Background: an optimization exercise with open tools, aiming at small area, a short achievable clock period and few clock cycles per item. Do not read the settings as production practice.
The RTL was checked by simulation tests, not by an equivalence proof against the original design.

Setup of v26:
Design fp32_mul_pipe, start of the top module:
module fp32_mul_pipe #(
  parameter logic [31:0] QNAN = fp32_pkg::QNAN
) (
  input  logic        clk,
  input  logic        rst_n,
  input  logic        in_valid,
  output logic        in_ready,
  input  logic [31:0] A,
  input  logic [31:0] B,
  output logic        out_valid,
  input  logic        out_ready,
  output logic [31:0] result,
  output logic [2:0]  flags
);
Size in the first run: roughly 2600 cells after synthesis, about 110 flip-flops, about 110 I/O pins, roughly 20000 um^2 of cells after synthesis.
Settings: LEC_CHECK=0, ABC_AREA=1, CAP_MARGIN=20, CORE_MARGIN=2, CORE_UTILIZATION=45, SETUP_SLACK_MARGIN=3, SLEW_MARGIN=20, TNS_END_PERCENT=5; clock period 8.0 ns.
run.sh (not shown) runs the stock make flow with config.mk's settings and CLKGATE_MAP_FILE= SYNTH_SCRIPT=/design/flow/synth_recipe.tcl, a recipe that flattens the netlist after the stock synthesis.
Testbench counts of v26, summed over its fixed seeds: cycles 8,008, items 8,000.
> inputs changed (v26 -> v15)
Settings: TNS_END_PERCENT removed (was 5); SETUP_SLACK_MARGIN changed from 3 to 2.
[summary]
v15 reached the end of the flow, and the finished layout is clean on the timing, design-rule and antenna checks. The instance count after placement with tap cells included on v15 is in line with that on v26. Synthesized area came out exactly the same in v15 and v26. As far as post-synthesis async set-or-reset flop share goes, v15 and v26 are indistinguishable; the numbers are identical. [v15] arrival time of the worst setup path fell 1.16 ns relative to v26. Compare v15 and v26 | post-cts sizing count lower: v15. Side by side, proportion of final cell area spent on non-clock buffers turned out lower in v15 than in v26. v26 → v15: flip-flop and latch count closely matched the old numbers; utilization dropped 3.6 points.
Input changes introduced in v8 (baseline for comparison: v15):
Settings: SETUP_SLACK_MARGIN changed from 2 to 2.5; TNS_END_PERCENT newly set to 5.
As far as synthesized area goes, v15 and v8 are indistinguishable; the numbers are identical.
Setup WNS v15 -> v8: better
Compared with v15, in v8 routed metal-1 wire length has decreased; met1 global-route usage climbed 1.6 points; design area higher.
Here is what was changed in the inputs of v41 compared with v8.
Settings: swapping 2.5 for 3 in SETUP_SLACK_MARGIN.
==> flow/flow/run.sh (new file) <==
#!/bin/bash
# The standard layout, with the port buffers that global placement inserts made plain
# buffers (sky130_fd_sc_hd__buf_2) instead of the delay cell that buffer_ports picks.
set -euo pipefail
export BUFFER_PORTS_ARGS="-buffer_cell sky130_fd_sc_hd__buf_2"
bash standard.sh finish > standard_flow.log 2>&1
==> flow/standard.sh (new file) <==
#!/bin/bash
# synth_recipe.tcl (not shown) runs the flow's synth.tcl, then flattens the netlist and writes it again
# the make line also repeats each setting of config.mk as NAME=value (left out here)
make -C /OpenROAD-flow-scripts/flow DESIGN_CONFIG=/design/flow/config.mk WORK_HOME=/design/flow/orfs CLKGATE_MAP_FILE= SYNTH_SCRIPT=/design/flow/synth_recipe.tcl "${@:-finish}"
removed: flow/run.sh
--- outcome ---
The final net count reported for v41 is greater than that of v8 by about 2%. Delta (v41 minus v8): clock-cell share of area comparable, footprint of the multi-input gates now larger, post-placement cell area now smaller. v41 against v8: layout buffer count excluding clock buffers grew by 54; area overhead of the layout relative to synthesis grew by 4.9 points; worst hold slack shrank by 0.030 ns. Result for v8 and v41: all clean. Looking at v8 and v41, the width of the chip is a wash. Compared with v8, v41 instantiates a larger number of cells.
Setup changes, v41 to v32
Settings: a change of SETUP_SLACK_MARGIN from 3 to 2; a deleted TNS_END_PERCENT that had been 5.
==> comparison <==
v32: flow completed, timing, DRC and antenna clean
Final critical delay including setup and external delays, v41 and v32, lower one = v41.
v32 reports a higher final worst-path cycle share than v41 does.
In the flow results for v41 and v32, the final hold slack is larger on v41.
Changes observed in v32 relative to v41: total cell area at the placement stage shows no meaningful change; post-route standard cell area excluding fillers now smaller.


fp32_mul_pipe, a different RTL version from the one above (not shown whole).
Size: about 110 I/O pins, roughly 0.019 mm^2 of cells after synthesis.
export LEC_CHECK = 0
export ABC_AREA = 1
export CAP_MARGIN = 20
export CORE_MARGIN = 2
export CORE_UTILIZATION = 45
export SETUP_SLACK_MARGIN = 3
export SLEW_MARGIN = 20
export SYNTH_HIERARCHICAL = 1
export SYNTH_MINIMUM_KEEP_SIZE = 0
export TNS_END_PERCENT = 5
create_clock -name core_clock -period 8.0 [get_ports {clk}]
standard.sh (not shown) runs the stock make flow with config.mk's settings and CLKGATE_MAP_FILE= SYNTH_SCRIPT=/design/flow/synth_recipe.tcl, a recipe that flattens the netlist after the stock synthesis.
==> flow/flow/run.sh <==
#!/bin/bash
# The standard layout, with the port buffers that global placement inserts made plain
# buffers (sky130_fd_sc_hd__buf_2) instead of the delay cell that buffer_ports picks.
set -euo pipefail
export BUFFER_PORTS_ARGS="-buffer_cell sky130_fd_sc_hd__buf_2"
bash standard.sh finish > standard_flow.log 2>&1
Testbench counts at the start, summed over its fixed seeds: cycles 8,008, items 8,000.
Next try:
CORE_UTILIZATION = 55   (was 45)
PLACE_DENSITY = 0.7   (was default)
SETUP_SLACK_MARGIN = 2.75   (was 3)
The new run ran to the end with no violations.
Wire length falls by 8.9%.
Setup slack gets worse by 0.16 ns.
Next try:
CORE_UTILIZATION = 45   (was 55)
PLACE_DENSITY = default   (was 0.7)
SETUP_SLACK_MARGIN = 2   (was 2.75)
What happened: Setup slack degrades by 0.87 ns. Hold slack improves by 0.22 ns. Die area goes up by about a fifth. Synthesized cell count does not change. Final cell count goes up by a few percent. Register-to-register slack degrades by 0.12 ns. Design area goes down by a few percent.
Next try:
==> flow/flow/run.sh (replaced) <==
#!/bin/bash
# The standard layout, with two changes: the port buffers that global placement inserts
# are plain buffers (sky130_fd_sc_hd__buf_2) instead of the delay cell buffer_ports picks,
# and after global routing the resizer downsizes gates off the critical paths
# (ORFS's RECOVER_POWER step).
set -euo pipefail
export BUFFER_PORTS_ARGS="-buffer_cell sky130_fd_sc_hd__buf_2"
export RECOVER_POWER=100
bash standard.sh finish > standard_flow.log 2>&1
SETUP_SLACK_MARGIN = 2.5   (was 2)
After rerunning:
- The changed run finished but fails on capacitance limit, slew limit
- wire length climbs by 1.7%
- first-iteration DRC count went down by 3.7%
- worst hold slack is better by 0.050 ns
- maximum frequency falls by 3.3%
- utilization grows by 0.46 points
- flip-flop and latch count does not change
- clock skew stays flat
- worst setup slack degrades by 0.21 ns

-- what the ideal ports hide --
How much do the figures lean on ideal ports? The routed layouts below were timed once more, with nothing changed but the port constraints. Step 1: set_driving_cell puts a clkbuf_16 on clk and a buf_2 on each other input, an assumption about the parent block. Step 2 moves the port delays by t, midway between the first and last clock arrival at a register: inputs arrive t later, outputs are due t later. That takes back most of the time a late clock gives input paths. a / b / c = ideal ports / drivers / drivers and shift; a / b = the first two.
run | shift t [ns] | setup WS [ns] | worst setup path after step 2
v26 | 0.413 | 2.644 / 2.598 / 2.258 | input to register
v15 | 0.419 | 2.093 / 2.045 / 1.764 | input to register
v8 | 0.426 | 2.217 / 2.244 / 1.819 | input to register
v41 | 0.405 | 2.728 / 2.749 / 2.346 | input to register
v32 | 0.416 | 2.102 / 2.136 / 1.719 | input to register
the first run of note 2 | 0.417 | 2.899 / 2.875 / 2.457 | input to register
the second run of note 2 | 0.404 | 2.742 / 2.654 / 2.250 | input to register
the third run of note 2 | 0.410 | 1.876 / 1.906 / 1.496 | input to register
the fourth run of note 2 | 0.408 | 1.666 / 1.691 / 1.283 | input to register
For the second run of note 2, which loses most, drivers alone change the setup slack by -0.088 ns; drivers and shift together by -0.492 ns.
